Background: an optimization exercise with open tools, aiming at a short achievable clock period and few clock cycles per item. Do not read the settings as production practice. Where RTL was checked, it was by simulation tests only, not by an equivalence proof against the original. For runs 1 to 4, only the layout was checked, not whether the RTL still works. Power figures rest on the tool's default switching activity, not on a simulated workload.

===== config.mk =====
export PLATFORM = sky130hd
export DESIGN_NAME = scatter_top
export DESIGN_NICKNAME = scatter_top
export VERILOG_FILES = /design/flow/design.v
export SDC_FILE = /design/flow/constraint.sdc
export NUM_CORES = 4
export LEC_CHECK = 0
export ABC_CLOCK_PERIOD_IN_PS = 2500
export CAP_MARGIN = 20
export CORE_MARGIN = 2
export CORE_UTILIZATION = 40
export SETUP_SLACK_MARGIN = 5
export SLEW_MARGIN = 20

===== constraint.sdc =====
create_clock -name core_clock -period 8.0 [get_ports {ap_clk}]
set_input_delay 1.6000 -clock core_clock [delete_from_list [all_inputs] [get_ports {ap_clk}]]
set_output_delay 1.6000 -clock core_clock [all_outputs]
set_load 0.01 [all_outputs]

===== design.v =====
package scatter_cfg_pkg;
  localparam int APB_ADDR_W = 12;
  localparam int APB_DATA_W = 32;
  typedef logic [APB_ADDR_W-1:0] apb_addr_t;
  typedef logic [APB_DATA_W-1:0] apb_data_t;
  typedef logic [31:0] count_t;
  localparam apb_addr_t REG_CTRL         = 12'h000;
  localparam apb_addr_t REG_USE_CONN     = 12'h010;
  localparam apb_addr_t REG_PKG_BYTES    = 12'h014;
  localparam apb_addr_t REG_PKG_NUM      = 12'h018;
  localparam apb_addr_t REG_BASE_SESSION = 12'h01C;
  localparam apb_addr_t REG_TX_BYTES     = 12'h020;   
  localparam apb_addr_t REG_TX_PKTS      = 12'h024;   
  localparam apb_addr_t REG_STALL_CYCLES = 12'h028;   
  localparam int CTRL_START_BIT = 0;
  localparam int CTRL_DONE_BIT  = 1;
  localparam int CTRL_IDLE_BIT  = 2;
endpackage
package scatter_stream_pkg;
  localparam int DATA_W     = 64;
  localparam int KEEP_W     = DATA_W / 8;
  localparam int FIFO_DEPTH = 4;
  localparam int META_W     = 32;                   
  localparam int WORD_W     = DATA_W + KEEP_W + 1;  
  typedef logic [15:0] session_t;
  typedef logic [15:0] len_t;
  typedef struct packed {
    session_t session;
    len_t     length;   
  } tx_meta_t;
  typedef struct packed {
    logic [DATA_W-1:0] data;
    logic [KEEP_W-1:0] keep;   
    logic              last;
  } tx_word_t;
endpackage
module scatter_ctrl_regs (
  input  logic                                   ap_clk,
  input  logic                                   ap_rst_n,
  input  logic [scatter_cfg_pkg::APB_ADDR_W-1:0] paddr,
  input  logic                                   psel,
  input  logic                                   penable,
  input  logic                                   pwrite,
  input  logic [scatter_cfg_pkg::APB_DATA_W-1:0] pwdata,
  output logic [scatter_cfg_pkg::APB_DATA_W-1:0] prdata,
  output logic                                   run_start,
  output scatter_cfg_pkg::count_t                run_use_conn,
  output scatter_cfg_pkg::count_t                run_pkg_bytes,
  output scatter_cfg_pkg::count_t                run_pkg_num,
  output scatter_stream_pkg::session_t           run_base_session,
  input  logic                                   run_done,
  input  scatter_cfg_pkg::count_t                run_tx_bytes,
  input  scatter_cfg_pkg::count_t                run_tx_pkts,
  input  scatter_cfg_pkg::count_t                run_stall_cycles
);
  scatter_cfg_pkg::count_t       use_conn_q;
  scatter_cfg_pkg::count_t       pkg_bytes_q;
  scatter_cfg_pkg::count_t       pkg_num_q;
  scatter_stream_pkg::session_t  base_session_q;
  logic                          conn_nz_q;
  logic                          bytes_nz_q;
  logic                          num_nz_q;
  logic                          busy;
  logic                          done_q;
  logic                          setup;
  logic                          wsetup;
  scatter_cfg_pkg::apb_data_t    pwdata_q;
  logic                          wr_conn_q;
  logic                          wr_bytes_q;
  logic                          wr_num_q;
  logic                          wr_base_q;
  logic                          wr_start_q;
  scatter_cfg_pkg::apb_data_t    rd_mux;
  scatter_cfg_pkg::apb_data_t    prdata_q;
  assign setup  = psel & ~penable;
  assign wsetup = setup & pwrite;
  always_ff @(posedge ap_clk) begin
    pwdata_q   <= pwdata;
    wr_conn_q  <= wsetup && (paddr == scatter_cfg_pkg::REG_USE_CONN);
    wr_bytes_q <= wsetup && (paddr == scatter_cfg_pkg::REG_PKG_BYTES);
    wr_num_q   <= wsetup && (paddr == scatter_cfg_pkg::REG_PKG_NUM);
    wr_base_q  <= wsetup && (paddr == scatter_cfg_pkg::REG_BASE_SESSION);
    wr_start_q <= wsetup && (paddr == scatter_cfg_pkg::REG_CTRL) && pwdata[scatter_cfg_pkg::CTRL_START_BIT];
  end
  assign run_start = wr_start_q && !busy && conn_nz_q && bytes_nz_q && num_nz_q;
  always_ff @(posedge ap_clk) begin
    if (!ap_rst_n) begin
      use_conn_q     <= '0;
      pkg_bytes_q    <= '0;
      pkg_num_q      <= '0;
      base_session_q <= '0;
      conn_nz_q      <= 1'b0;
      bytes_nz_q     <= 1'b0;
      num_nz_q       <= 1'b0;
    end else if (!busy) begin
      if (wr_conn_q) begin
        use_conn_q <= pwdata_q;
        conn_nz_q  <= (pwdata_q != '0);
      end
      if (wr_bytes_q) begin
        pkg_bytes_q <= pwdata_q;
        bytes_nz_q  <= (pwdata_q != '0);
      end
      if (wr_num_q) begin
        pkg_num_q <= pwdata_q;
        num_nz_q  <= (pwdata_q != '0);
      end
      if (wr_base_q) base_session_q <= scatter_stream_pkg::session_t'(pwdata_q);
    end
  end
  always_ff @(posedge ap_clk) begin
    if (!ap_rst_n) begin
      busy   <= 1'b0;
      done_q <= 1'b0;
    end else if (run_start) begin
      busy   <= 1'b1;
      done_q <= 1'b0;
    end else if (busy && run_done) begin
      busy   <= 1'b0;
      done_q <= 1'b1;   
    end
  end
  assign run_use_conn     = use_conn_q;
  assign run_pkg_bytes    = pkg_bytes_q;
  assign run_pkg_num      = pkg_num_q;
  assign run_base_session = base_session_q;
  always_comb begin
    case (paddr)
      scatter_cfg_pkg::REG_CTRL:         rd_mux = {29'd0, ~busy, done_q, 1'b0};
      scatter_cfg_pkg::REG_USE_CONN:     rd_mux = use_conn_q;
      scatter_cfg_pkg::REG_PKG_BYTES:    rd_mux = pkg_bytes_q;
      scatter_cfg_pkg::REG_PKG_NUM:      rd_mux = pkg_num_q;
      scatter_cfg_pkg::REG_BASE_SESSION: rd_mux = scatter_cfg_pkg::apb_data_t'(base_session_q);
      scatter_cfg_pkg::REG_TX_BYTES:     rd_mux = run_tx_bytes;
      scatter_cfg_pkg::REG_TX_PKTS:      rd_mux = run_tx_pkts;
      scatter_cfg_pkg::REG_STALL_CYCLES: rd_mux = run_stall_cycles;
      default:                           rd_mux = '0;
    endcase
  end
  always_ff @(posedge ap_clk) begin
    if (!ap_rst_n) prdata_q <= (paddr == scatter_cfg_pkg::REG_CTRL) ? 32'h4 : 32'h0;
    else           prdata_q <= rd_mux;
  end
  assign prdata = prdata_q;
endmodule
module scatter_tx_gen (
  input  logic                         ap_clk,
  input  logic                         ap_rst_n,
  input  logic                         run_start,
  input  scatter_cfg_pkg::count_t      run_use_conn,
  input  scatter_cfg_pkg::count_t      run_pkg_bytes,
  input  scatter_cfg_pkg::count_t      run_pkg_num,
  input  scatter_stream_pkg::session_t run_base_session,
  output logic                         meta_valid,
  input  logic                         meta_ready,
  output scatter_stream_pkg::tx_meta_t meta_data,
  output logic                         meta_final,
  output logic                         word_valid,
  input  logic                         word_ready,
  output scatter_stream_pkg::tx_word_t word_data,
  output logic                         word_final,
  output logic [3:0]                   word_bytes
);
  logic [28:0]                           wm2_q;        
  logic                                  w1_q;         
  logic [scatter_stream_pkg::KEEP_W-1:0] tail_keep_q;  
  logic [3:0]                            tail_cnt_q;   
  scatter_cfg_pkg::count_t               nm2_q;        
  logic                                  n1_q;         
  scatter_cfg_pkg::count_t               cm2_q;        
  logic                                  c1_q;         
  always_ff @(posedge ap_clk) begin
    wm2_q       <= 29'((run_pkg_bytes - 32'd9) >> 3);
    w1_q        <= (run_pkg_bytes[31:4] == '0) && (!run_pkg_bytes[3] || run_pkg_bytes[2:0] == 3'd0);
    tail_keep_q <= (run_pkg_bytes[2:0] == 3'd0) ? {scatter_stream_pkg::KEEP_W{1'b1}}
                                                : ~({scatter_stream_pkg::KEEP_W{1'b1}} << run_pkg_bytes[2:0]);
    tail_cnt_q  <= (run_pkg_bytes[2:0] == 3'd0) ? 4'd8 : {1'b0, run_pkg_bytes[2:0]};
    nm2_q       <= run_pkg_num - 32'd2;
    n1_q        <= (run_pkg_num == 32'd1);
    cm2_q       <= run_use_conn - 32'd2;
    c1_q        <= (run_use_conn == 32'd1);
  end
  logic                         d_valid;
  logic [28:0]                  d_word;
  scatter_cfg_pkg::count_t      d_pkt;
  scatter_cfg_pkg::count_t      d_conn;
  logic                         d_cwrap;     
  scatter_stream_pkg::session_t d_sess;
  logic                         d_last;      
  logic                         d_lastpkt;   
  logic                         d_take;
  assign d_take = d_valid & word_ready;
  always_ff @(posedge ap_clk) begin
    if (!ap_rst_n) begin
      d_valid <= 1'b0;
    end else if (run_start) begin
      d_valid <= 1'b1;
    end else if (d_take && d_last && d_lastpkt) begin
      d_valid <= 1'b0;
    end
  end
  always_ff @(posedge ap_clk) begin
    if (run_start) begin
      d_word    <= '0;
      d_pkt     <= '0;
      d_conn    <= '0;
      d_cwrap   <= c1_q;
      d_sess    <= run_base_session;
      d_last    <= w1_q;
      d_lastpkt <= n1_q;
    end else if (d_take) begin
      if (d_last) begin
        d_word    <= '0;
        d_pkt     <= d_pkt + 32'd1;
        d_last    <= w1_q;
        d_lastpkt <= (d_pkt == nm2_q);
        d_conn    <= d_cwrap ? '0 : d_conn + 32'd1;
        d_cwrap   <= d_cwrap ? c1_q : (d_conn == cm2_q);
        d_sess    <= d_cwrap ? run_base_session : d_sess + 16'd1;
      end else begin
        d_word    <= d_word + 29'd1;
        d_last    <= (d_word == wm2_q);
      end
    end
  end
  assign word_valid      = d_valid;
  assign word_data.data  = {d_sess, d_pkt[15:0], 3'b000, d_word};
  assign word_data.keep  = d_last ? tail_keep_q : {scatter_stream_pkg::KEEP_W{1'b1}};
  assign word_data.last  = d_last;
  assign word_final      = d_last & d_lastpkt;
  assign word_bytes      = d_last ? tail_cnt_q : 4'd8;
  logic                         m_valid;
  scatter_cfg_pkg::count_t      m_pkt;
  scatter_cfg_pkg::count_t      m_conn;
  logic                         m_cwrap;
  scatter_stream_pkg::session_t m_sess;
  logic                         m_lastpkt;
  logic                         m_take;
  assign m_take = m_valid & meta_ready;
  always_ff @(posedge ap_clk) begin
    if (!ap_rst_n) begin
      m_valid <= 1'b0;
    end else if (run_start) begin
      m_valid <= 1'b1;
    end else if (m_take && m_lastpkt) begin
      m_valid <= 1'b0;
    end
  end
  always_ff @(posedge ap_clk) begin
    if (run_start) begin
      m_pkt     <= '0;
      m_conn    <= '0;
      m_cwrap   <= c1_q;
      m_sess    <= run_base_session;
      m_lastpkt <= n1_q;
    end else if (m_take) begin
      m_pkt     <= m_pkt + 32'd1;
      m_lastpkt <= (m_pkt == nm2_q);
      m_conn    <= m_cwrap ? '0 : m_conn + 32'd1;
      m_cwrap   <= m_cwrap ? c1_q : (m_conn == cm2_q);
      m_sess    <= m_cwrap ? run_base_session : m_sess + 16'd1;
    end
  end
  assign meta_valid = m_valid;
  assign meta_data  = {m_sess, scatter_stream_pkg::len_t'(run_pkg_bytes)};
  assign meta_final = m_lastpkt;
endmodule
module stream_fifo #(
  parameter int WIDTH = 1
) (
  input  logic             ap_clk,
  input  logic             ap_rst_n,
  input  logic             in_valid,
  output logic             in_ready,
  input  logic [WIDTH-1:0] in_data,
  output logic             out_valid,
  input  logic             out_ready,
  output logic [WIDTH-1:0] out_data
);
  logic             o_valid;
  logic [WIDTH-1:0] o_data;
  logic             s_valid;
  logic [WIDTH-1:0] s_data;
  logic             o_load;
  assign in_ready  = ~s_valid;
  assign out_valid = o_valid;
  assign out_data  = o_data;
  assign o_load    = ~o_valid | out_ready;
  always_ff @(posedge ap_clk) begin
    if (!ap_rst_n) begin
      o_valid <= 1'b0;
      s_valid <= 1'b0;
    end else if (o_load) begin
      o_valid <= s_valid | in_valid;
      s_valid <= 1'b0;
    end else if (in_valid && !s_valid) begin
      s_valid <= 1'b1;
    end
  end
  always_ff @(posedge ap_clk) begin
    if (o_load) o_data <= s_valid ? s_data : in_data;
  end
  always_ff @(posedge ap_clk) begin
    if (!s_valid) s_data <= in_data;
  end
endmodule
module scatter_tx_stats (
  input  logic                    ap_clk,
  input  logic                    ap_rst_n,
  input  logic                    run_start,
  output logic                    run_done,
  output scatter_cfg_pkg::count_t run_tx_bytes,
  output scatter_cfg_pkg::count_t run_tx_pkts,
  output scatter_cfg_pkg::count_t run_stall_cycles,
  input  logic                    word_take,
  input  logic                    word_last,
  input  logic [3:0]              word_bytes,
  input  logic                    tx_meta_valid,
  input  logic                    tx_meta_ready,
  input  logic                    tx_meta_final,
  input  logic                    tx_data_valid,
  input  logic                    tx_data_ready,
  input  logic                    tx_data_final
);
  logic stall_q;
  logic data_done_q;
  logic meta_done_q;
  logic data_end;
  logic meta_end;
  assign data_end = data_done_q | (tx_data_valid & tx_data_ready & tx_data_final);
  assign meta_end = meta_done_q | (tx_meta_valid & tx_meta_ready & tx_meta_final);
  assign run_done = data_end & meta_end;
  always_ff @(posedge ap_clk) begin
    if (!ap_rst_n) begin
      stall_q <= 1'b0;
    end else begin
      stall_q <= tx_data_valid & ~tx_data_ready;   
    end
  end
  always_ff @(posedge ap_clk) begin
    if (!ap_rst_n || run_start) begin
      run_tx_bytes     <= '0;
      run_tx_pkts      <= '0;
      run_stall_cycles <= '0;
      data_done_q      <= 1'b0;
      meta_done_q      <= 1'b0;
    end else begin
      data_done_q <= data_end;
      meta_done_q <= meta_end;
      if (word_take) run_tx_bytes <= run_tx_bytes + scatter_cfg_pkg::count_t'(word_bytes);
      if (word_take && word_last) run_tx_pkts <= run_tx_pkts + 32'd1;
      if (stall_q) run_stall_cycles <= run_stall_cycles + 32'd1;
    end
  end
endmodule
module scatter_top (
  input  logic                                             ap_clk,
  input  logic                                             ap_rst_n,
  input  logic [scatter_cfg_pkg::APB_ADDR_W-1:0]           paddr,
  input  logic                                             psel,
  input  logic                                             penable,
  input  logic                                             pwrite,
  input  logic [scatter_cfg_pkg::APB_DATA_W-1:0]           pwdata,
  output logic [scatter_cfg_pkg::APB_DATA_W-1:0]           prdata,
  output logic                                             tx_meta_valid,
  input  logic                                             tx_meta_ready,
  output logic [scatter_stream_pkg::META_W-1:0] tx_meta_data,
  output logic                                             tx_data_valid,
  input  logic                                             tx_data_ready,
  output logic [scatter_stream_pkg::DATA_W-1:0]            tx_data_data,
  output logic [scatter_stream_pkg::KEEP_W-1:0]            tx_data_keep,
  output logic                                             tx_data_last
);
  logic     gen_meta_valid;
  logic     gen_meta_ready;
  scatter_stream_pkg::tx_meta_t gen_meta_data;
  logic     gen_meta_final;
  logic     gen_word_valid;
  logic     gen_word_ready;
  scatter_stream_pkg::tx_word_t gen_word_data;
  logic     gen_word_final;
  logic [3:0] gen_word_bytes;
  scatter_stream_pkg::tx_meta_t buf_meta_data;
  logic     buf_meta_final;
  scatter_stream_pkg::tx_word_t buf_word_data;
  logic     buf_word_final;
  logic                    run_start;
  scatter_cfg_pkg::count_t run_use_conn;
  scatter_cfg_pkg::count_t run_pkg_bytes;
  scatter_cfg_pkg::count_t run_pkg_num;
  scatter_stream_pkg::session_t                run_base_session;
  logic                    run_done;
  scatter_cfg_pkg::count_t run_tx_bytes;
  scatter_cfg_pkg::count_t run_tx_pkts;
  scatter_cfg_pkg::count_t run_stall_cycles;
  scatter_ctrl_regs u_ctrl_regs (
    .ap_clk, .ap_rst_n, .paddr, .psel, .penable, .pwrite, .pwdata, .prdata,
    .run_start, .run_use_conn, .run_pkg_bytes, .run_pkg_num, .run_base_session,
    .run_done, .run_tx_bytes, .run_tx_pkts, .run_stall_cycles
  );
  scatter_tx_gen u_tx_gen (
    .ap_clk, .ap_rst_n,
    .run_start, .run_use_conn, .run_pkg_bytes, .run_pkg_num, .run_base_session,
    .meta_valid (gen_meta_valid),
    .meta_ready (gen_meta_ready),
    .meta_data  (gen_meta_data),
    .meta_final (gen_meta_final),
    .word_valid (gen_word_valid),
    .word_ready (gen_word_ready),
    .word_data  (gen_word_data),
    .word_final (gen_word_final),
    .word_bytes (gen_word_bytes)
  );
  stream_fifo #(.WIDTH(scatter_stream_pkg::META_W + 1)) u_meta_fifo (
    .ap_clk, .ap_rst_n,
    .in_valid  (gen_meta_valid),
    .in_ready  (gen_meta_ready),
    .in_data   ({gen_meta_data, gen_meta_final}),
    .out_valid (tx_meta_valid),
    .out_ready (tx_meta_ready),
    .out_data  ({buf_meta_data, buf_meta_final})
  );
  stream_fifo #(.WIDTH(scatter_stream_pkg::WORD_W + 1)) u_data_fifo (
    .ap_clk, .ap_rst_n,
    .in_valid  (gen_word_valid),
    .in_ready  (gen_word_ready),
    .in_data   ({gen_word_data, gen_word_final}),
    .out_valid (tx_data_valid),
    .out_ready (tx_data_ready),
    .out_data  ({buf_word_data, buf_word_final})
  );
  assign tx_meta_data = buf_meta_data;
  assign tx_data_data = buf_word_data.data;
  assign tx_data_keep = buf_word_data.keep;
  assign tx_data_last = buf_word_data.last;
  scatter_tx_stats u_tx_stats (
    .ap_clk, .ap_rst_n,
    .run_start,
    .run_done, .run_tx_bytes, .run_tx_pkts, .run_stall_cycles,
    .word_take     (gen_word_valid & gen_word_ready),
    .word_last     (gen_word_data.last),
    .word_bytes    (gen_word_bytes),
    .tx_meta_valid, .tx_meta_ready,
    .tx_meta_final (buf_meta_final),
    .tx_data_valid, .tx_data_ready,
    .tx_data_final (buf_word_final)
  );
endmodule

===== run.sh =====
#!/bin/bash
# synth_recipe.tcl (not shown) runs the flow's synth.tcl, then flattens the netlist and writes it again
# the make line also repeats each setting of config.mk as NAME=value (left out here)
make -C /OpenROAD-flow-scripts/flow DESIGN_CONFIG=/design/flow/config.mk WORK_HOME=/design/flow/orfs CLKGATE_MAP_FILE= SYNTH_SCRIPT=/design/flow/synth_recipe.tcl finish

==> impl_metrics.toml, run 1 <==
[timing]
layout_min_cycle_time_ns = 2.97
slew_viol_final = 0
finalHoldViolCount = 0
finClkSkew_ns = 0.0358
worst_slew_pin_slew_ns = 1.02
fin_setup_tns_ns = 0
slew_headroom = 0.323
fin_crit_sh = 0.371
finalSetupViolCount = 0
max_freq_mhz = 337
rsz0062_at_grt = "yes"

[logic_synthesis]
synth_area_per_cell_um2 = 9.85
async_reset_ff_frac = 0
syn_inst = 3410
synth_ff_type = "dfxtp_1"
ys_warn_count = 5
ys_ff_latch = 807
syn_area_mm2 = 0.0336
ys_seq_area_frac = 0.524
synth_edf_count = 144
synthDistinctLibCells = 74

[floorplanning]
start_util = 0.402
ios = 190
core_mm2 = 0.0834
dieArea_mm2 = 0.0863
die-width_um = 294
row_count = 106
die_y_um = 294

[final_layout]
layout_commonest_cell = "dfxtp_1"
final_cell_mix = "654 x dfxtp_1, 410 x nand2_1, 332 x nor2_1"
layout.nets = 3636
drive_above_1_share = 0.0981
syn2layout_area_growth_pct = 17.9
fin_util = 0.475

[grt]
grt_util_all_layers = 0.228
grt_pass1_vias = 23700
grt_pass1_wl_mm = 150
antenna_found_initial = 3
grt_max_degree = 98
gr-total-overflow = 0

[worst_setup_path]
start_kind = "flip-flop"
ff2ff_path_depth = 6
critPathCaptureType = "output pin"
crit_type = "reg -> out"
crit_buf_inv = 1
r2r_end = "u_tx_gen.d_sess[1]"
slowest_delay_ns = 0.41
path_cells = "dlygate4sd2_1"
crit_path_max_fanout = 1
r2r-start = "u_ctrl_regs.busy"
path_delay_family = "flip-flops"
cp_slowest_cell = "dfxtp_1"
r2r_setup_slack_ns = 5.16
critPathArrivalTime_ns = 1.37
required_ns = 6.40

[pwr]
powerDensity_mw_per_mm2 = 210
p_leak_uw = 0.0148
worst_ir_drop_vdd_mv = 0.170

[routing]
drt_iter0_drc = 2102
wl_per_cell_um = 21.2
vias_per_cell = 5.40
drc_errors = 0
antenna_left = 0
routed_wl_mm = 100
vias = 25500
first_pass_iters = 7

[clock_tree]
cts_root_buf = "clkbuf_16"
clock_path_buffers = 3
htreeDepth = 3
clkTransAtPathRegs_ns = 0.06
numCtsBuffers = 86
clk_latency_ns = 0.66
cts_hold_buf = 0
cts.sinks = 807
cts_tree = "done"

[hold_path]
hold-path-endpoint = "u_data_fifo.s_data[7]"
hold_path_class = "reg -> reg"
min_path_cells = 2
worstHoldStart = "u_data_fifo.s_data[7]"

[placed_design]
place_hpwl_mm = 72.7
gp_congestion = 0.909
io_buffers = 189

[run_status]
outcome = "no timing/DRC/antenna violations"

[flow_run]
drv_cap = 0
layer usage:
layer	global-route usage	vias up	wire length (um)
li1	-	12200	-
met1	0.323	12300	45500
met2	0.343	881	43300
met3	0.0526	175	7990
met4	0.0750	2	3200
met5	0	-	7
worst max-delay path by stage:
stage | startpoint | endpoint | slack, ns | cells after the start
3_3_place_gp | paddr[5] | u_ctrl_regs.prdata_q[2] | 3.51 | 7
2_1_floorplan | paddr[1] | u_ctrl_regs.prdata_q[22] | 4.68 | 7
4_1_cts | paddr[2] | u_ctrl_regs.prdata_q[2] | 4.97 | 7
5_1_grt | paddr[3] | u_ctrl_regs.prdata_q[2] | 4.91 | 8
3_5_place_dp | paddr[5] | u_ctrl_regs.prdata_q[2] | 3.48 | 7
6_report | u_ctrl_regs.prdata_q[10] | prdata[10] | 5.03 | 1
through the flow:
stage               worst slack, ns  power, uW  cells  hold slack (ns)  area, um2
floorplan                      4.68       4290   3410            0.356      33600
global placement               3.51       4350   4538            0.435      36500
detailed placement             3.48       4350   4539            0.441      36500
CTS                            4.97       8400   4709            0.451      39400
global route                   4.91       8560   4720            0.473      39600
finish                         5.03       8320   4720            0.453      39600
power breakdown:
part	leakage, uW	total [uW]	internal (uW)	switching [uW]
sequential	0.00694	4160	4130	30.3
clock	0.00141	4050	2360	1700
combinational	0.00643	105	47.4	57.9
synth_stat cells, drive strengths merged, types with 13 or more instances:
cell type,n,area share
a22oi,36,0.0080
dfxtp,663,0.40
inv,56,0.0063
and3,30,0.0056
and2,19,0.0035
ha,15,0.0056
mux2i,40,0.012
mux2,97,0.033
and4,33,0.0086
a21oi,102,0.015
nand4,117,0.022
a21boi,116,0.026
nand2b,22,0.0041
xnor2,259,0.068
o21ai,76,0.011
nor2b,13,0.0024
nor3,79,0.012
nor2,336,0.038
buf,21,0.0025
or4,20,0.0047
nand3,93,0.014
clkbuf,156,0.017
nor4,86,0.018
xor2,199,0.052
nand2,413,0.046
edfxtp,144,0.13
or3,40,0.0076
timing repair:
action / CTS / global route
gates resized for setup: 173 / 14
setup endpoints to repair: 234 / 55
cloned: 2 / 2
pin swaps: 6 / 9
setup buffers: 10 / 8
cell families after synthesis:
group / Yosys count / synth area share
AO/OA/AOI/OAI: 403 / 0.0786
adder cells (fa/ha/maj): 17 / 0.00648
other: 1 / 0.000112
AND/OR/NAND/NOR: 1349 / 0.197
flip-flops: 807 / 0.524
multiplexers: 142 / 0.0478
buffers and inverters: 233 / 0.0262
XOR/XNOR: 458 / 0.119
cell type report:
type | instances | area [um2]
clock buffers | 123 | 2420
repair inverters | 1 | 7.51
well taps | 1080 | 1350
inverters | 56 | 214
fillers | 7837 | 43800
repair buffers | 247 | 2270
clock inverters | 35 | 457
multi-input cells | 2370 | 15300
diodes | 1 | 2.50
flip-flops and latches | 807 | 17600
sequential cells by signal, indices dropped and copies added (netlist names), 33 cells and up:
name and flops:
u_data_fifo.o_data 74, u_data_fifo.s_data 74, u_meta_fifo.o_data 33, u_meta_fifo.s_data 33
==> inputs of run 2 (changes only) <==
--- a/design.v
+++ b/design.v
@@ -66,3 +66,2 @@
   logic                          wsetup;
-  scatter_cfg_pkg::apb_data_t    pwdata_q;
   logic                          wr_conn_q;
@@ -77,3 +76,2 @@
   always_ff @(posedge ap_clk) begin
-    pwdata_q   <= pwdata;
     wr_conn_q  <= wsetup && (paddr == scatter_cfg_pkg::REG_USE_CONN);
@@ -82,5 +80,6 @@
     wr_base_q  <= wsetup && (paddr == scatter_cfg_pkg::REG_BASE_SESSION);
-    wr_start_q <= wsetup && (paddr == scatter_cfg_pkg::REG_CTRL) && pwdata[scatter_cfg_pkg::CTRL_START_BIT];
+    wr_start_q <= ap_rst_n && wsetup && (paddr == scatter_cfg_pkg::REG_CTRL) && pwdata[scatter_cfg_pkg::CTRL_START_BIT]
+                  && conn_nz_q && bytes_nz_q && num_nz_q;
   end
-  assign run_start = wr_start_q && !busy && conn_nz_q && bytes_nz_q && num_nz_q;
+  assign run_start = wr_start_q && !busy;
   always_ff @(posedge ap_clk) begin
@@ -96,14 +95,14 @@
       if (wr_conn_q) begin
-        use_conn_q <= pwdata_q;
-        conn_nz_q  <= (pwdata_q != '0);
+        use_conn_q <= pwdata;
+        conn_nz_q  <= (pwdata != '0);
       end
       if (wr_bytes_q) begin
-        pkg_bytes_q <= pwdata_q;
-        bytes_nz_q  <= (pwdata_q != '0);
+        pkg_bytes_q <= pwdata;
+        bytes_nz_q  <= (pwdata != '0);
       end
       if (wr_num_q) begin
-        pkg_num_q <= pwdata_q;
-        num_nz_q  <= (pwdata_q != '0);
+        pkg_num_q <= pwdata;
+        num_nz_q  <= (pwdata != '0);
       end
-      if (wr_base_q) base_session_q <= scatter_stream_pkg::session_t'(pwdata_q);
+      if (wr_base_q) base_session_q <= scatter_stream_pkg::session_t'(pwdata);
     end
==> run 2 against run 1 <==
Net effect:
- still clean
- critical path depth is the same
- sequential power shrank 4%
- register-to-register slack lost 0.02 ns
- worst hold slack lost 0.077 ns
- first-iteration DRC count grew 28%
- die area shrank 2.7%
- power shrank 1.1%
- fmax shrank 0.57%
- count of clock-buffer cells in the layout shrank 8
- routed wire length grew 2.0%
- utilization grew 0.24 points
- synthesized area shrank 2.8%
- largest power group is now clock
==> impl_metrics.toml, run 2 <==
[logic_synthesis]
async_reset_ff_frac = 0
synthTopCellsByCount = "631 x dfxtp_1, 414 x nand2_1, 320 x nor2_1, 285 x xor2_1, 193 x xnor2_1"
synthDistinctLibCells = 65
synth_ff_type = "dfxtp_1"
synth_area_per_cell_um2 = 9.77
synth_top_area_share = 0.387
ys_ff_latch = 775
ys_seq_area_frac = 0.519
yosysTopAreaCell = "dfxtp_1"
synth_edf_count = 144
yosysMostFrequentCell = "dfxtp_1"
synth_area_leaders = "dfxtp_1 39%, edfxtp_1 13%, xor2_1 7.6%"
ys_warn_count = 5
syn_inst = 3342
syn_area_mm2 = 0.0326

[worst_setup_path]
slowest_delay_ns = 0.40
cp_slowest_cell = "dfxtp_1"
required_ns = 6.40
critPathArrivalTime_ns = 1.38
path_cells = "dlygate4sd2_1"
start_kind = "flip-flop"
crit_type = "reg -> out"
crit_buf_inv = 1
critPathCaptureType = "output pin"
path_delay_family = "flip-flops"
crit_path_max_fanout = 1

[final_layout]
drive_above_1_share = 0.0913
largestRegisters = "u_data_fifo.o_data (74), u_data_fifo.s_data (74)"
syn2layout_area_growth_pct = 17.9
layout_commonest_cell = "dfxtp_1"
layout.nets = 3534
final_cell_mix = "624 x dfxtp_1, 411 x nand2_1, 318 x nor2_1"
final.fill_count = 7612

[timing]
fin_crit_sh = 0.373
max_freq_mhz = 335
finalHoldViolCount = 0
fin_setup_tns_ns = 0
layout_min_cycle_time_ns = 2.98
worst_slew_pin_slew_ns = 1.14
slew_headroom = 0.241
slew_viol_final = 0
finalSetupViolCount = 0
rsz0062_at_grt = "no"
finClkSkew_ns = 0.0211

[pwr]
p_total_uw = 8230
powerDensity_mw_per_mm2 = 214
switching_power_uw = 1740
p_clk_frac = 0.500
combPwrFrac = 0.016
internal-power_uw = 6480
worst_ir_drop_vdd_mv = 0.149
switching_share = 0.212
p_leak_uw = 0.0141
power_frac_seq = 0.484

[floorplanning]
row_count = 104
die_y_um = 290
ios = 190
die-width_um = 290
start_util = 0.405
dieArea_mm2 = 0.0839
core_mm2 = 0.0807

[placed_design]
gp_congestion = 0.937
place_hpwl_mm = 72.9
io_buffers = 189

[grt]
grt_util_all_layers = 0.238
grt_max_degree = 92
gr-total-overflow = 0
grt_pass1_wl_mm = 151
grt_pass1_vias = 23300
antenna_found_initial = 0

[clock_tree]
cts.sinks = 775
cts_tree = "done"
cts_hold_buf = 0
clkTransAtPathRegs_ns = 0.06
clk_latency_ns = 0.64
cts_root_buf = "clkbuf_16"
clock_path_buffers = 3
numCtsBuffers = 84
htreeDepth = 3

[routing]
routed_wl_mm = 102
antenna_left = 0
drt_iter0_drc = 2685
wl_per_cell_um = 22.2
vias = 25400
vias_per_cell = 5.51
first_pass_iters = 6
drc_errors = 0

[run_status]
outcome = "no timing/DRC/antenna violations"

[flow_run]
drv_cap = 0

[hold_path]
hold_path_class = "reg -> reg"
==> run 2: power by group through the flow <==
stage | registers [uW] | logic [uW] | clock network (uW)
5_1_grt | 3980 | 139 | 4320
2_1_floorplan | 4060 | 55.9 | 0
4_1_cts | 3980 | 126 | 4170
6_report | 3980 | 134 | 4110
3_3_place_gp | 4070 | 122 | 0
3_5_place_dp | 4070 | 124 | 0
==> run 2: timing repair <==
item	CTS	global route
pin swaps	2	2
endpoints found under the setup margin	309	80
gates resized for setup	172	12
gates cloned	1	3
buffers inserted	7	2
==> run 2: logic make-up after synthesis <==
logic type                 share of synthesized area
and+or+nand+nor                                0.201
muxes                                         0.0323
other                                       0.000115
adders and majority gates                    0.00667
xor gates and xnor gates                       0.129
DFF                                            0.519
AOI/OAI and AO/OA                             0.0833
buffers and inverters                         0.0282
==> run 2: stage by stage <==
step / instance area [um2] / setup slack [ns] / instances / util / hold WS (ns)
floorplan: 32700 / 4.81 / 3342 / - / 0.351
global placement: 35400 / 3.49 / 4427 / 0.439 / 0.361
detailed placement: 35500 / 3.43 / 4428 / 0.440 / 0.363
CTS: 38400 / 4.99 / 4593 / 0.476 / 0.377
global route: 38500 / 5.01 / 4598 / 0.477 / 0.387
finish: 38500 / 5.02 / 4600 / 0.477 / 0.376
==> run 2: final cells by class <==
type,instances,area [um2],share of cell area
Antenna cell,2,5.00,0.000130
Clock buffer,115,2350,0.0611
Clock inverter,42,598,0.0155
Inverter,50,191,0.00497
Multi-Input combinational cell,2328,14900,0.388
Sequential cell,775,17000,0.441
Tap cell,1060,1330,0.0345
Timing Repair Buffer,227,2090,0.0543
Timing Repair inverter,1,5.00,0.000130
==> run 2: path summary, 6_finish.rpt <==
path	start	end	slack [ns]	cells past startpoint
worst max-delay path	u_ctrl_regs.prdata_q[11]	prdata[11]	5.02	1
worst max register to register	u_ctrl_regs.pkg_bytes_q[1]	u_tx_gen.wm2_q[22]	5.14	5
worst min-delay path	u_ctrl_regs.pkg_num_q[0]	u_tx_gen.nm2_q[0]	0.38	0
worst min register to register	u_ctrl_regs.pkg_num_q[0]	u_tx_gen.nm2_q[0]	0.38	0
==> run 2: layer usage <==
metal  wire length (um)  global-route usage  vias up
met5                  0                   0        -
met1              46200               0.345    12200
li1                   -                   -    11900
met3               9590              0.0620      164
met2              43400               0.350     1065
met4               2760              0.0651        0
==> inputs of run 3 (changes only) <==
==> flow/run.sh (new file) <==
#!/bin/bash
set -euo pipefail
bash standard.sh SETUP_SLACK_MARGIN=6 finish > standard.log 2>&1
==> standard.sh (new file) <==
#!/bin/bash
# synth_recipe.tcl (not shown) runs the flow's synth.tcl, then flattens the netlist and writes it again
# the make line also repeats each setting of config.mk as NAME=value (left out here)
make -C /OpenROAD-flow-scripts/flow DESIGN_CONFIG=/design/flow/config.mk WORK_HOME=/design/flow/orfs CLKGATE_MAP_FILE= SYNTH_SCRIPT=/design/flow/synth_recipe.tcl "${@:-finish}"
removed: run.sh
==> run 3 against run 2 <==
Net effect:
- still clean on timing, DRC and antenna
- routed wire length grew 11%
- first-iteration DRC count up 7.0%
- utilization is 6.2 points higher
- sequential share of layout area fell by 4.6 points
- fmax grew 5.7%
- largest cell class is now multi-input gates
==> impl_metrics.toml, run 3 <==
[run_status]
outcome = "no timing/DRC/antenna violations"

[routing]
routed_wl_mm = 114
vias = 27100
drc_errors = 0
antenna_left = 0
wl_per_cell_um = 23.6
vias_per_cell = 5.64
first_pass_iters = 6
drt_iter0_drc = 2874

[logic_synthesis]
synth_edf_count = 144
synthDistinctLibCells = 65
synth_ff_type = "dfxtp_1"
synthTopCellsByCount = "631 x dfxtp_1, 414 x nand2_1, 320 x nor2_1, 285 x xor2_1, 193 x xnor2_1"
syn_area_mm2 = 0.0326
synth_area_per_cell_um2 = 9.77
yosysTopAreaCell = "dfxtp_1"
synth_top_area_share = 0.387
async_reset_ff_frac = 0
ys_seq_area_frac = 0.519
ys_ff_latch = 775
syn_inst = 3342
synth_area_leaders = "dfxtp_1 39%, edfxtp_1 13%, xor2_1 7.6%"
ys_warn_count = 5
yosysMostFrequentCell = "dfxtp_1"

[grt]
grt_pass1_wl_mm = 164
grt_pass1_vias = 25400
antenna_found_initial = 5
gr-total-overflow = 0
grt_max_degree = 76
grt_util_all_layers = 0.260

[pwr]
powerDensity_mw_per_mm2 = 187
worst_ir_drop_vdd_mv = 0.170
p_leak_uw = 0.0164
p_total_uw = 8150

[timing]
hold_ws_ns = 0.400
max_freq_mhz = 354
rsz0062_at_grt = "yes"
slew_headroom = 0.260
finalSetupViolCount = 0
finalHoldViolCount = 0
worst_slew_pin_slew_ns = 1.11
fin_setup_tns_ns = 0
slew_viol_final = 0
fin_crit_sh = 0.353
layout_min_cycle_time_ns = 2.82
fin_ws_ns = 5.18
finClkSkew_ns = 0.0215

[worst_setup_path]
cp_slowest_cell = "edfxtp_1"
required_ns = 6.40
critPathCaptureType = "output pin"
path_cells = "buf_2"
start_kind = "flip-flop"
crit_path_max_fanout = 1
critPathArrivalTime_ns = 1.22
ff2ff_path_depth = 11
crit_buf_inv = 1
cp.depth = 1
slowest_delay_ns = 0.42
path_delay_family = "flip-flops"
r2r_setup_slack_ns = 5.60
crit_type = "reg -> out"

[final_layout]
final.fill_count = 6989
drive_above_1_share = 0.293
ff_latch_area_mm2 = 0.0172
fin_util = 0.539
final_cell_mix = "548 x dfxtp_1, 390 x nand2_1, 304 x nor2_1"
largestRegisters = "u_data_fifo.o_data (74), u_data_fifo.s_data (74)"
syn2layout_area_growth_pct = 33.3
layout.nets = 3740
layout_commonest_cell = "dfxtp_1"
multiInputGateArea_mm2 = 0.0175

[clock_tree]
cts_hold_buf = 0
htreeDepth = 3
clkTransAtPathRegs_ns = 0.06
cts_tree = "done"
cts.sinks = 775
cts_root_buf = "clkbuf_16"
clk_latency_ns = 0.65
numCtsBuffers = 85
clock_path_buffers = 3

[placed_design]
place_hpwl_mm = 72.4
gp_congestion = 0.920
dp_slack_ns = 3.06
io_buffers = 189

[flow_run]
drv_cap = 0

[floorplanning]
start_util = 0.405
die_y_um = 290
row_count = 104
dieArea_mm2 = 0.0839
core_mm2 = 0.0807
die-width_um = 290
ios = 190

[hold_path]
hold_path_class = "reg -> reg"
min_path_cells = 0
==> run 3: cell counts after synthesis <==
No cell type changed its count.
==> run 3: final cells by class <==
type,count,area share
repair buffers,428,0.104
well taps,1060,0.0305
flip-flops and latches,775,0.395
diodes,7,0.000403
repair inverters,1,0.000173
inverters,50,0.00440
multi-input cells,2332,0.401
clock buffers,118,0.0546
clock inverters,40,0.00992
==> run 3: per-layer routing <==
metal / part of all wire / wire (um) / track usage
met1: 0.42 / 48200 / 0.358
met2: 0.43 / 49000 / 0.385
met3: 0.090 / 10300 / 0.0599
met4: 0.054 / 6140 / 0.122
met5: 0.000062 / 7 / 0
==> run 3: power by group <==
group	switching [uW]	total, uW	internal (uW)
clock	1660	3970	2310
combinational	112	208	96.1
sequential	13.4	3970	3950
total	1790	8150	6360
==> run 3: path summary, 6_finish.rpt <==
check,from,to
worst max-delay path,u_meta_fifo.o_data[4],tx_meta_data[3]
worst min register to register,u_ctrl_regs.pkg_num_q[0],u_tx_gen.nm2_q[0]
worst max register to register,u_tx_gen.d_last,u_tx_stats.run_tx_bytes[14]
worst min-delay path,u_ctrl_regs.pkg_num_q[0],u_tx_gen.nm2_q[0]
==> run 3: stage by stage <==
step | instance area (um2) | instances
final | 43500 | 4811
after global routing | 43500 | 4804
after CTS | 41700 | 4760
after detailed placement | 35900 | 4428
after global placement | 35900 | 4427
after floorplan | 33700 | 3342
==> run 3: cells by family after synthesis <==
logic type	count (synthesis)	synth area share
other	1	0.000115
flip-flops	775	0.519
XOR/XNOR	479	0.129
buffers and inverters	241	0.0282
multiplexers	94	0.0323
adder cells (fa/ha/maj)	17	0.00667
AO/OA/AOI/OAI	401	0.0833
AND/OR/NAND/NOR	1334	0.201
==> run 3: repair_timing <==
item	4_1_cts	5_1_grt
gates cloned	32	3
resized for setup	1175	285
setup buffers	142	41
pin swaps	140	173
setup endpoints to repair	731	420
==> inputs of run 4 (changes only) <==
--- a/config.mk
+++ b/config.mk
@@ -11,2 +11,4 @@
 export CORE_UTILIZATION = 40
+export CTS_CLUSTER_DIAMETER = 100
+export CTS_CLUSTER_SIZE = 30
 export SETUP_SLACK_MARGIN = 5
==> run 4 against run 3 <==
Net effect:
- critical path type unchanged
- critical endpoint is now tx_meta_data[10]
- fmax increased by 0.54%
- via count decreased by 1.3%
- first-iteration DRC count increased by 0.10%
- synthesized cell count unchanged
- worst hold slack improved by 0.0083 ns
- still clean on timing, DRC and antenna
==> impl_metrics.toml, run 4 <==
[routing]
first_pass_iters = 6
drt_iter0_drc = 2877
vias = 26800
drc_errors = 0
antenna_left = 0
routed_wl_mm = 112
wl_per_cell_um = 23.7
vias_per_cell = 5.67

[flow_run]
drv_cap = 0

[logic_synthesis]
synth_area_leaders = "dfxtp_1 39%, edfxtp_1 13%, xor2_1 7.6%"
synthDistinctLibCells = 65
syn_area_mm2 = 0.0326
synthAdderAreaFrac = 0.00667
ys_warn_count = 5
synth_area_per_cell_um2 = 9.77
synthMuxAreaShare = 0.0323
yosysTopAreaCell = "dfxtp_1"
synth_edf_count = 144
syn_inst = 3342
synth_top_area_share = 0.387
synth_ff_type = "dfxtp_1"
synth_compound_area_frac = 0.0833
yosysMostFrequentCell = "dfxtp_1"
ys_seq_area_frac = 0.519
synthTopCellsByCount = "631 x dfxtp_1, 414 x nand2_1, 320 x nor2_1, 285 x xor2_1, 193 x xnor2_1"
synth_top_family_by_area = "simple AND/OR/NAND/NOR gates"
async_reset_ff_frac = 0
synthXorXnorAreaFrac = 0.129
ys_ff_latch = 775
synthSimpleGateAreaFrac = 0.201

[timing]
finalSetupViolCount = 0
worst_slew_pin_slew_ns = 1.04
fin_crit_sh = 0.351
fin_setup_tns_ns = 0
layout_min_cycle_time_ns = 2.81
finClkSkew_ns = 0.0456
max_freq_mhz = 356
slew_viol_final = 0
slew_headroom = 0.305
rsz0062_at_grt = "yes"
finalHoldViolCount = 0

[grt]
grt_max_degree = 76
antenna_found_initial = 4
grt_pass1_wl_mm = 161
grt_pass1_vias = 24700
gr-total-overflow = 0
grt_util_all_layers = 0.254

[clock_tree]
numCtsBuffers = 34
clock_path_buffers = 3
htreeDepth = 2
cts.sinks = 775
cts_tree = "done"
cts_root_buf = "clkbuf_16"
clk_latency_ns = 0.62
clkTransAtPathRegs_ns = 0.12

[hold_path]
worstHoldStart = "u_ctrl_regs.pkg_num_q[0]"
hold_path_class = "reg -> reg"
min_path_cells = 0
hold-path-endpoint = "u_tx_gen.nm2_q[0]"

[final_layout]
syn2layout_area_growth_pct = 27.8
stdcell_count = 4725
layout_commonest_cell = "dfxtp_1"
final_cell_mix = "540 x dfxtp_1, 391 x nand2_1, 306 x nor2_1"
largestRegisters = "u_data_fifo.o_data (74), u_data_fifo.s_data (74)"
drive_above_1_share = 0.274
layout.nets = 3699

[placed_design]
dp.cells = 4428
place_hpwl_mm = 72.4
io_buffers = 189
gp_congestion = 0.920

[pwr]
combPwrFrac = 0.032
switching_share = 0.226
power_frac_seq = 0.619
p_leak_uw = 0.0155
switching_power_uw = 1450
powerDensity_mw_per_mm2 = 153
internal-power_uw = 4960
p_clk_frac = 0.349
worst_ir_drop_vdd_mv = 0.141

[worst_setup_path]
cp_slowest_cell = "edfxtp_1"
r2r-start = "u_tx_gen.d_last"
critPathCaptureType = "output pin"
ff2ff_path_depth = 11
path_delay_family = "flip-flops"
required_ns = 6.40
crit_path_max_fanout = 1
start_kind = "flip-flop"
critPathArrivalTime_ns = 1.21
slowest_delay_ns = 0.44
crit_type = "reg -> out"
r2r_setup_slack_ns = 5.63
path_cells = "buf_2"
crit_buf_inv = 1
r2r_end = "u_tx_stats.run_tx_bytes[16]"

[floorplanning]
ios = 190
row_count = 104
start_util = 0.405
die_y_um = 290
core_mm2 = 0.0807
die-width_um = 290
dieArea_mm2 = 0.0839

[run_status]
outcome = "no timing/DRC/antenna violations"
run 4: cell families (layout without fill, tap and decap cells):
group,count (synthesis),count (layout)
muxes,94,94
buffers and inverters,241,544
adders and majority gates,17,17
AOI/OAI and AO/OA,401,401
other,1,11
and+or+nand+nor,1334,1344
xor gates and xnor gates,479,479
DFF,775,775
run 4: what timing repair did:
action / in CTS / in global routing
buffers inserted: 140 / 41
hold buffers: 0 / 0
cloned: 36 / 11
pin swaps: 127 / 163
endpoints found under the setup margin: 763 / 463
resized for setup: 1150 / 286
run 4: power groups by stage:
stage	clock network (uW)	logic (uW)	registers (uW)
detailed placement	0	124	4070
global route	2400	213	3970
global placement	0	123	4070
floorplan	0	81.1	4060
CTS	2270	187	3960
finish	2230	208	3960
run 4: cell type report:
type                    count  area, um2
multi-input cells        2336      17200
repair inverters            1       7.51
inverters                  50        191
flip-flops and latches    775      17200
clock buffers              50        996
well taps                1060       1330
fillers                  7223      39000
repair buffers            434       4610
clock inverters             9        118
diodes                     10       25.0
run 4: how the worst max path moves through the flow:
| stage | cells after the start | to | start |
|---|---|---|---|
| after CTS | 1 | tx_meta_data[31] | u_meta_fifo.o_data[32] |
| final | 1 | tx_meta_data[10] | u_meta_fifo.o_data[11] |
| after global placement | 8 | u_ctrl_regs.prdata_q[15] | paddr[4] |
| after global routing | 1 | tx_data_data[32] | u_data_fifo.o_data[42] |
| after detailed placement | 8 | u_ctrl_regs.prdata_q[14] | paddr[4] |
| after floorplan | 2 | u_data_fifo.o_data[0] | tx_data_ready |
run 4: worst register-to-register path, cell delays in order, from the launching register on:
cell	delay, ns
edfxtp_1	0.44
buf_6	0.15
and2_4	0.13
ha_4	0.17
fa_2	0.35
a21o_1	0.22
a21oi_4	0.15
buf_6	0.12
buf_12	0.16
nand3b_1	0.15
xor2_1	0.15
nor2_1	0.05
run 4: metrics by stage:
stage	hold slack, ns	total power, uW	worst slack, ns	utilization	area [um2]
2_1_floorplan	0.351	4150	4.81	-	33700
3_3_place_gp	0.375	4190	3.05	0.445	35900
3_5_place_dp	0.394	4190	3.06	0.445	35900
4_1_cts	0.411	6420	5.16	0.494	39900
5_1_grt	0.414	6580	5.15	0.517	41700
6_report	0.408	6400	5.19	0.517	41700
run 4: metal layers:
metal,track usage,share of wire,vias to the layer above
met4,0.106,0.051,0
met5,0,0,-
li1,-,-,12200
met3,0.0452,0.090,293
met1,0.361,0.43,13100
met2,0.380,0.43,1208
==> inputs of run 5 (changes only) <==
--- a/design.v
+++ b/design.v
@@ -280,25 +280,17 @@
   logic [WIDTH-1:0] o_data;
-  logic             s_valid;
-  logic [WIDTH-1:0] s_data;
-  logic             o_load;
-  assign in_ready  = ~s_valid;
+  logic [WIDTH-1:0] h_data;
+  logic             o_hold;
+  assign o_hold    = o_valid & ~out_ready;
+  assign in_ready  = ~o_hold;
   assign out_valid = o_valid;
   assign out_data  = o_data;
-  assign o_load    = ~o_valid | out_ready;
   always_ff @(posedge ap_clk) begin
-    if (!ap_rst_n) begin
-      o_valid <= 1'b0;
-      s_valid <= 1'b0;
-    end else if (o_load) begin
-      o_valid <= s_valid | in_valid;
-      s_valid <= 1'b0;
-    end else if (in_valid && !s_valid) begin
-      s_valid <= 1'b1;
-    end
+    if (!ap_rst_n) o_valid <= 1'b0;
+    else           o_valid <= o_hold | in_valid;
   end
   always_ff @(posedge ap_clk) begin
-    if (o_load) o_data <= s_valid ? s_data : in_data;
+    if (!o_hold) h_data <= in_data;
   end
   always_ff @(posedge ap_clk) begin
-    if (!s_valid) s_data <= in_data;
+    o_data <= o_hold ? h_data : (in_valid ? in_data : '0);
   end
--- a/config.mk
+++ b/config.mk
@@ -7,3 +7,3 @@
 export LEC_CHECK = 0
-export ABC_CLOCK_PERIOD_IN_PS = 2500
+export ABC_CLOCK_PERIOD_IN_PS = 1000
 export CAP_MARGIN = 20
==> run 5 against run 4 <==
Net effect:
- non-clock buffer count grew 136
- sequential share of layout area decreased by 4.7 points
- worst hold slack improved by 0.026 ns
- combinational power fell by about 10%
- register-to-register slack worse by 0.14 ns
- power down 0.13%
==> impl_metrics.toml, run 5 <==
[run_status]
outcome = "no timing/DRC/antenna violations"

[pwr]
power_frac_seq = 0.613
p_clk_frac = 0.358
switching_share = 0.234
internal-power_uw = 4900
powerDensity_mw_per_mm2 = 138
worst_ir_drop_vdd_mv = 0.166
p_leak_uw = 0.0182
switching_power_uw = 1500
combPwrFrac = 0.029

[logic_synthesis]
synth_edf_count = 141
yosysTopAreaCell = "dfxtp_1"
yosysMostFrequentCell = "dfxtp_1"
ys_warn_count = 5
synth_area_per_cell_um2 = 9.41
async_reset_ff_frac = 0
synth_area_leaders = "dfxtp_1 38%, edfxtp_1 13%, nand2_1 6.2%"
synth_ff_type = "dfxtp_1"
synth_top_area_share = 0.378
ys_seq_area_frac = 0.506
synthDistinctLibCells = 87
syn_inst = 3518
synthTopCellsByCount = "626 x dfxtp_1, 548 x nand2_1, 301 x nor2_1, 231 x xnor2_1, 214 x xor2_1"
ys_ff_latch = 767
syn_area_mm2 = 0.0331

[clock_tree]
numCtsBuffers = 35
clkTransAtPathRegs_ns = 0.12
cts.sinks = 767
htreeDepth = 2
cts_tree = "done"
clock_path_buffers = 3
clk_latency_ns = 0.62
cts_root_buf = "clkbuf_16"

[worst_setup_path]
path_delay_family = "simple AND/OR/NAND/NOR gates"
critPathCaptureType = "flip-flop"
cpMostUsedCell = "buf_6"
start_kind = "primary input"
crit_type = "in -> reg"
crit_path_max_fanout = 3
required_ns = 8.53
critPathArrivalTime_ns = 3.26
path_cells = "buf_6 > nor4_4 > buf_6 > nand3_4 > or4b_4 > a2bb2oi_2 > a21oi_2"
startpoint = "paddr[0]"
cp_slowest_cell = "or4b_4"
r2r-start = "u_tx_gen.d_last"
slowest_delay_ns = 0.57
crit_buf_inv = 2

[final_layout]
layout.nets = 4033
fin_util = 0.567
stdcell_count = 5061
final_cell_mix = "512 x dfxtp_1, 412 x nand2_1, 259 x nor2_1"
largestRegisters = "u_data_fifo.h_data (71), u_data_fifo.o_data (71)"
syn2layout_area_growth_pct = 40.3
drive_above_1_share = 0.353
layout_commonest_cell = "dfxtp_1"

[routing]
highest_layer = "met5"
vias = 29500
drt_iter0_drc = 3640
vias_per_cell = 5.82
wl_per_cell_um = 25.1
antenna_left = 0
wl_met1_mm = 53.0
drc_errors = 0
first_pass_iters = 6
wl_met2_mm = 54.3
routed_wl_mm = 127
met3_length_mm = 12.6

[timing]
worst_slew_pin_slew_ns = 0.892
finClkSkew_ns = 0.0447
fin_setup_tns_ns = 0
rsz0062_at_grt = "yes"
hold_ws_ns = 0.434
max_freq_mhz = 366
finalSetupViolCount = 0
slew_headroom = 0.404
finalHoldViolCount = 0
layout_min_cycle_time_ns = 2.73
fin_crit_sh = 0.342
slew_viol_final = 0

[floorplanning]
core_mm2 = 0.0820
dieArea_mm2 = 0.0851
start_util = 0.404
die-width_um = 292
die_y_um = 292
row_count = 105
ios = 190

[grt]
grt_pass1_wl_mm = 179
grt_pass1_vias = 26800
grt_max_degree = 87
antenna_found_initial = 1
gr-total-overflow = 0
grt_util_all_layers = 0.277

[hold_path]
worstHoldStart = "u_data_fifo.h_data[63]"
hold_path_class = "reg -> reg"

[flow_run]
drv_cap = 0

[placed_design]
place_hpwl_mm = 78.2
io_buffers = 186
gp_congestion = 0.995
dp.cells = 4613
==> run 5: cell count changes in the layout (fill, tap and decap cells not counted), moves of 42 or more <==
cell / previous run / this run
nand2_4: 9 / 59
dfxtp_2: 39 / 94
buf_4: 112 / 154
nand2_2: 12 / 71
buf_2: 112 / 59
buf_6: 101 / 230
mux2_2: 91 / 17
xor2_1: 285 / 211
nor2_1: 306 / 259
nand3_2: 16 / 69
==> run 5: area by class of cell <==
class	instances	area, um2
diodes	1	2.50
clock buffers	48	967
clock inverters	13	161
fillers	6938	35500
inverters	53	229
multi-input cells	2521	19900
flip-flops and latches	767	17000
well taps	1070	1340
repair buffers	570	6680
repair inverters	18	245
==> run 5: final timing paths <==
check / to / slack (ns) / depth (start not counted)
max: u_ctrl_regs.prdata_q[1] / 5.27 / 7
min reg2reg: u_data_fifo.o_data[63] / 0.43 / 2
min: u_data_fifo.o_data[63] / 0.43 / 2
max reg2reg: u_tx_stats.run_tx_bytes[26] / 5.49 / 9
==> run 5: metrics by stage <==
stage | instance area [um2] | total power [uW] | setup WS, ns
2_1_floorplan | 35100 | 4080 | 4.76
3_3_place_gp | 37100 | 4140 | 3.16
3_5_place_dp | 37100 | 4140 | 3.17
4_1_cts | 43200 | 6400 | 5.26
5_1_grt | 46500 | 6540 | 5.25
6_report | 46500 | 6400 | 5.27
==> run 5: logic make-up after synthesis <==
kind of cell	after synthesis	synth area share
other	2	0.000227
AOI/OAI and AO/OA	469	0.0997
buffers and inverters	249	0.0302
adders and majority gates	17	0.00657
muxes	27	0.00929
and+or+nand+nor	1540	0.229
xor gates and xnor gates	447	0.119
DFF	767	0.506
==> run 5: what timing repair did <==
item | in CTS | in global routing
pin swaps | 223 | 299
setup endpoints to repair | 859 | 676
hold buffers | 0 | 0
resized for setup | 1529 | 474
buffers inserted | 198 | 111
cloned | 52 | 25
==> run 5: worst min-delay path, stage by stage, from the launching register on <==
cell and delay (ns):
edfxtp_1 0.35, nand2_2 0.05, nand2_1 0.04
==> run 5: routing by layer <==
layer,vias up,GRT usage
met5,-,0
met4,2,0.126
met3,323,0.0499
met2,1598,0.410
met1,14300,0.393
li1,13200,-
==> run 5: power by group through the flow <==
stage	Clock [uW]	Combinational, uW	Sequential [uW]
2_1_floorplan	0	65.9	4010
3_3_place_gp	0	124	4010
3_5_place_dp	0	124	4010
4_1_cts	2320	165	3920
5_1_grt	2430	188	3920
6_report	2290	187	3920
Testbench counts of run 5, summed over its fixed seeds: cycles 114,480, words 113,382.
==> inputs of run 6 (changes only) <==
--- a/config.mk
+++ b/config.mk
@@ -7,3 +7,3 @@
 export LEC_CHECK = 0
-export ABC_CLOCK_PERIOD_IN_PS = 1000
+export ABC_CLOCK_PERIOD_IN_PS = 2500
 export CAP_MARGIN = 20
==> run 6 against run 5 <==
Net effect:
- clock power about the same
- register-to-register slack barely moved
- clock skew is the same
- still clean
- via count unchanged
- synthesized area unchanged
- die area did not move
- setup slack unchanged
- global-route usage did not move
- critical path depth unchanged
- non-clock buffer count unchanged
- fmax did not move
==> impl_metrics.toml, run 6 <==
[routing]
vias_per_cell = 5.82
routed_wl_mm = 127
drt_iter0_drc = 3640
wl_per_cell_um = 25.1
first_pass_iters = 6
vias = 29500
antenna_left = 0
drc_errors = 0

[worst_setup_path]
crit_buf_inv = 2
cpMostUsedCell = "buf_6"
start_kind = "primary input"
r2r-start = "u_tx_gen.d_last"
required_ns = 8.53
r2r_end = "u_tx_stats.run_tx_bytes[26]"
crit_type = "in -> reg"
critPathArrivalTime_ns = 3.26
cp_slowest_cell = "or4b_4"
path_delay_family = "simple AND/OR/NAND/NOR gates"
path_cells = "buf_6 > nor4_4 > buf_6 > nand3_4 > or4b_4 > a2bb2oi_2 > a21oi_2"
crit_path_max_fanout = 3
r2r_setup_slack_ns = 5.49
critPathCaptureType = "flip-flop"
ff2ff_path_depth = 9
slowest_delay_ns = 0.57

[clock_tree]
htreeDepth = 2
cts.sinks = 767
cts_hold_buf = 0
cts_root_buf = "clkbuf_16"
clk_latency_ns = 0.62
clkTransAtPathRegs_ns = 0.12
cts_tree = "done"
numCtsBuffers = 35
clock_path_buffers = 3

[logic_synthesis]
synth_top_area_share = 0.378
synthTopCellsByCount = "626 x dfxtp_1, 548 x nand2_1, 301 x nor2_1, 231 x xnor2_1, 214 x xor2_1"
synth_area_per_cell_um2 = 9.41
async_reset_ff_frac = 0
synthDistinctLibCells = 87
syn_area_mm2 = 0.0331
yosysTopAreaCell = "dfxtp_1"
ys_seq_area_frac = 0.506
syn_inst = 3518
synth_ff_type = "dfxtp_1"
yosysMostFrequentCell = "dfxtp_1"
ys_warn_count = 5
synth_area_leaders = "dfxtp_1 38%, edfxtp_1 13%, nand2_1 6.2%"
synth_edf_count = 141
ys_ff_latch = 767

[final_layout]
drive_above_1_share = 0.353
design_area_mm2 = 0.0465
largestRegisters = "u_data_fifo.h_data (71), u_data_fifo.o_data (71)"
final_cell_mix = "512 x dfxtp_1, 412 x nand2_1, 259 x nor2_1"
layout.nets = 4033
syn2layout_area_growth_pct = 40.3
stdcell_count = 5061
layout_commonest_cell = "dfxtp_1"

[grt]
antenna_found_initial = 1
gr-total-overflow = 0
gr-max-usage-layer = "met2"
use_met1 = 0.393
grt_pass1_vias = 26800
grt_max_degree = 87
grtUsageMet2 = 0.410
grt_pass1_wl_mm = 179
grt_util_all_layers = 0.277
met3_usage = 0.0499

[timing]
slew_headroom = 0.404
layout_min_cycle_time_ns = 2.73
worst_slew_pin_slew_ns = 0.892
finalHoldViolCount = 0
finClkSkew_ns = 0.0447
finalSetupViolCount = 0
max_freq_mhz = 366
fin_setup_tns_ns = 0
slew_viol_final = 0
fin_crit_sh = 0.342
rsz0062_at_grt = "yes"

[pwr]
internal-power_uw = 4900
powerDensity_mw_per_mm2 = 138
p_clk_frac = 0.358
power_frac_seq = 0.613
switching_power_uw = 1500
combPwrFrac = 0.029
p_leak_uw = 0.0182
switching_share = 0.234
worst_ir_drop_vdd_mv = 0.166

[floorplanning]
dieArea_mm2 = 0.0851
die-width_um = 292
die_y_um = 292
start_util = 0.404
ios = 190
row_count = 105
core_mm2 = 0.0820

[hold_path]
min_path_cells = 2
worstHoldStart = "u_data_fifo.h_data[63]"
hold-path-endpoint = "u_data_fifo.o_data[63]"
hold_path_class = "reg -> reg"

[placed_design]
dp.cells = 4613
gp_congestion = 0.995
place_hpwl_mm = 78.2
postPlaceCellArea_mm2 = 0.0371
io_buffers = 186

[flow_run]
drv_cap = 0

[run_status]
outcome = "no timing/DRC/antenna violations"
-- run 6: worst max path at each step --
stage                                       from                  endpoint  slack, ns  depth (start not counted)
after global placement             tx_meta_ready        u_tx_gen.m_pkt[14]       3.16                          8
after detailed placement           tx_meta_ready        u_tx_gen.m_pkt[14]       3.17                          8
after CTS                 u_meta_fifo.o_data[31]          tx_meta_data[30]       5.26                          1
after floorplan                    tx_meta_ready       u_tx_gen.m_conn[21]       4.76                          8
after global routing                    paddr[0]  u_ctrl_regs.prdata_q[30]       5.25                         11
final                                   paddr[0]   u_ctrl_regs.prdata_q[1]       5.27                          7
-- run 6: timing repair --
action	in CTS	in global routing
gates resized for setup	1529	474
setup endpoints to repair	859	676
buffers inserted	198	111
pin swaps	223	299
cloned	52	25
-- run 6: power by group through the flow --
stage / Combinational, uW / Clock (uW) / Sequential, uW
after floorplan: 65.9 / 0 / 4010
after global placement: 124 / 0 / 4010
after detailed placement: 124 / 0 / 4010
after CTS: 165 / 2320 / 3920
after global routing: 188 / 2430 / 3920
final: 187 / 2290 / 3920
-- run 6: metrics by stage --
stage | hold WS (ns) | worst slack [ns] | power, uW | utilization
after floorplan | 0.359 | 4.76 | 4080 | -
after global placement | 0.422 | 3.16 | 4140 | 0.453
after detailed placement | 0.426 | 3.17 | 4140 | 0.453
after CTS | 0.431 | 5.26 | 6400 | 0.527
after global routing | 0.461 | 5.25 | 6540 | 0.567
final | 0.434 | 5.27 | 6400 | 0.567
-- run 6: layer usage --
layer / wire (um) / vias up / part of all wire
met5: 13 / - / 0.00010
met4: 7090 / 2 / 0.056
met3: 12600 / 323 / 0.099
met2: 54300 / 1598 / 0.43
met1: 53000 / 14300 / 0.42
li1: - / 13200 / -
-- run 6: logic make-up after synthesis --
family	share of synthesized area
flip-flops	0.506
AO/OA/AOI/OAI	0.0997
adder cells (fa/ha/maj)	0.00657
AND/OR/NAND/NOR	0.229
buffers and inverters	0.0302
other	0.000227
XOR/XNOR	0.119
multiplexers	0.00929
-- run 6: cell type report --
cell class | instances | area, um2
repair buffers | 570 | 6680
clock buffers | 48 | 967
repair inverters | 18 | 245
diodes | 1 | 2.50
fillers | 6938 | 35500
clock inverters | 13 | 161
multi-input cells | 2521 | 19900
flip-flops and latches | 767 | 17000
inverters | 53 | 229
well taps | 1070 | 1340
-- run 6: tightest hold or removal path, stage by stage (launching register included) --
cell	delay (ns)
edfxtp_1	0.35
nand2_2	0.05
nand2_1	0.04
==> inputs of run 7 (changes only) <==
--- a/config.mk
+++ b/config.mk
@@ -7,8 +7,8 @@
 export LEC_CHECK = 0
-export ABC_CLOCK_PERIOD_IN_PS = 2500
+export ABC_CLOCK_PERIOD_IN_PS = 1000
 export CAP_MARGIN = 20
 export CORE_MARGIN = 2
-export CORE_UTILIZATION = 40
-export CTS_CLUSTER_DIAMETER = 100
-export CTS_CLUSTER_SIZE = 30
+export CORE_UTILIZATION = 50
+export CTS_CLUSTER_DIAMETER = 80
+export CTS_CLUSTER_SIZE = 24
 export SETUP_SLACK_MARGIN = 5
==> run 7 against run 6 <==
Net effect:
- still clean
- flip-flop and latch count unchanged
- combinational power about the same
- clock power increased by 11%
- fmax decreased by 1.2%
- final area increased by 2.4%
- register-to-register slack about the same
- utilization increased by 16 points
- critical path depth increased by 5
- setup slack got worse by 0.033 ns
- power increased by 3.9%
- routed wire length increased by 5.9%
- highest routed layer unchanged
==> impl_metrics.toml, run 7 <==
[placed_design]
postPlaceCellArea_mm2 = 0.0369
gp_congestion = 0.962
dp_slack_ns = 3.24
place_hpwl_mm = 80.1
dp.cells = 4406
io_buffers = 186

[routing]
drt_iter0_drc = 3379
wl_per_cell_um = 27.4
drc_errors = 0
first_pass_iters = 9
antenna_left = 0
routed_wl_mm = 135
vias_per_cell = 6.20
vias = 30400

[grt]
grt_pass1_wl_mm = 187
grtUsageMet2 = 0.578
antenna_found_initial = 4
gr-max-usage-layer = "met2"
use_met1 = 0.490
grt_pass1_vias = 28400
gr-total-overflow = 0
grt_max_degree = 90
met3_usage = 0.0617
grt_util_all_layers = 0.369

[logic_synthesis]
synth_edf_count = 141
synth_area_per_cell_um2 = 9.41
synth_area_leaders = "dfxtp_1 38%, edfxtp_1 13%, nand2_1 6.2%"
synthDistinctLibCells = 87
ys_warn_count = 5
synthTopCellsByCount = "626 x dfxtp_1, 548 x nand2_1, 301 x nor2_1, 231 x xnor2_1, 214 x xor2_1"
async_reset_ff_frac = 0
synth_ff_type = "dfxtp_1"
ys_ff_latch = 767
syn_inst = 3518
ys_seq_area_frac = 0.506
yosysTopAreaCell = "dfxtp_1"
synth_top_area_share = 0.378
yosysMostFrequentCell = "dfxtp_1"
syn_area_mm2 = 0.0331

[floorplanning]
dieArea_mm2 = 0.0683
die-width_um = 261
row_count = 94
start_util = 0.505
core_mm2 = 0.0656
ios = 190
die_y_um = 261

[clock_tree]
cts_root_buf = "clkbuf_16"
cts.sinks = 767
numCtsBuffers = 41
cts_tree = "done"
clkTransAtPathRegs_ns = 0.11
clk_latency_ns = 0.62
clock_path_buffers = 3
htreeDepth = 2

[hold_path]
hold_path_class = "reg -> reg"

[final_layout]
final_cell_mix = "506 x dfxtp_1, 405 x nand2_1, 251 x nor2_1"
syn2layout_area_growth_pct = 43.8
stdcell_count = 4904
layout.nets = 4075
design_area_mm2 = 0.0476
drive_above_1_share = 0.368
largestRegisters = "u_data_fifo.h_data (71), u_data_fifo.o_data (71)"
layout_commonest_cell = "dfxtp_1"

[pwr]
p_leak_uw = 0.0189
powerDensity_mw_per_mm2 = 140
worst_ir_drop_vdd_mv = 0.150

[timing]
finClkSkew_ns = 0.0198
finalSetupViolCount = 0
fin_setup_tns_ns = 0
layout_min_cycle_time_ns = 2.77
fin_crit_sh = 0.346
slew_viol_final = 0
worst_slew_pin_slew_ns = 1.09
slew_headroom = 0.270
rsz0062_at_grt = "yes"
hold_ws_ns = 0.453
finalHoldViolCount = 0
fin_ws_ns = 5.23
max_freq_mhz = 361

[worst_setup_path]
crit_type = "in -> reg"
critPathArrivalTime_ns = 3.28
critPathCaptureType = "flip-flop"
path_delay_family = "buffers and inverters"
required_ns = 8.51
crit_buf_inv = 7
crit_path_max_fanout = 7
start_kind = "primary input"
slowest_delay_ns = 0.25
cp_slowest_cell = "buf_6"
path_cells = "buf_8 > nor2b_4 > buf_12 > buf_6 > buf_12 > inv_16 > buf_8 > nand4_1 > buf_6 > nor4_4 > xnor2_1 > nor2_1"

[flow_run]
drv_cap = 0

[run_status]
outcome = "no timing/DRC/antenna violations"
==> run 7: cell counts after synthesis <==
No cell type changed its count.
==> run 7: metrics by stage <==
stage | utilization | power, uW
after floorplan | - | 4080
after global placement | 0.562 | 4140
after detailed placement | 0.562 | 4140
after CTS | 0.674 | 6630
after global routing | 0.725 | 6790
final | 0.725 | 6640
==> run 7: cell families (layout without fill, tap and decap cells) <==
kind of cell    count (synthesis)  in the layout  synth area share
buf+inv                       249            757            0.0302
mux                            27             27           0.00929
compound gates                469            469            0.0997
fa+ha+maj                      17             17           0.00657
xor+xnor                      447            447             0.119
flops                         767            767             0.506
other cells                     2              5          0.000227
simple gates                 1540           1551             0.229
==> run 7: area by class of cell <==
type / instances / area (um2)
diodes: 1 / 2.50
clock inverters: 15 / 218
fillers: 4527 / 18000
repair inverters: 10 / 158
clock buffers: 59 / 1160
well taps: 864 / 1080
inverters: 53 / 233
multi-input cells: 2515 / 20000
repair buffers: 620 / 7820
flip-flops and latches: 767 / 17000
==> run 7: per-layer routing <==
layer / part of all wire / wire length (um)
met2: 0.45 / 60700
met4: 0.065 / 8710
met1: 0.39 / 52700
met5: 0.00070 / 94
met3: 0.092 / 12300
==> run 7: worst paths after layout <==
kind / cells past startpoint / endpoint / start / slack, ns
max: 12 / u_tx_gen.d_word[20] / tx_data_ready / 5.23
min: 2 / u_data_fifo.o_data[32] / u_data_fifo.h_data[32] / 0.45
max reg2reg: 5 / u_tx_stats.run_tx_bytes[26] / u_tx_stats.run_tx_bytes[6] / 5.48
min reg2reg: 2 / u_data_fifo.o_data[32] / u_data_fifo.h_data[32] / 0.45
==> run 7: power breakdown <==
group / switching [uW] / internal (uW) / leakage, uW / total [uW]
clock: 1380 / 1160 / 0.000672 / 2540
sequential: 8.68 / 3910 / 0.00663 / 3920
combinational: 110 / 75.8 / 0.0116 / 186
==> run 7: tightest hold or removal path, stage by stage, from the launching register on <==
cell,delay [ns]
edfxtp_1,0.35
nand2_2,0.04
nand2_1,0.04
==> run 7: timing repair <==
action | CTS | global route
gates cloned | 74 | 26
hold buffers | 0 | 0
pin swaps | 275 | 254
endpoints found under the setup margin | 864 | 767
gates resized for setup | 1537 | 486
setup buffers | 228 | 95

Check on run 7: ideal ports give 5.232 ns setup slack; a clkbuf_16 on the clock port and buf_2 on the inputs give 5.211 ns; moving port delays by the midpoint clock arrival (0.678 ns) as well gives 4.532 ns.
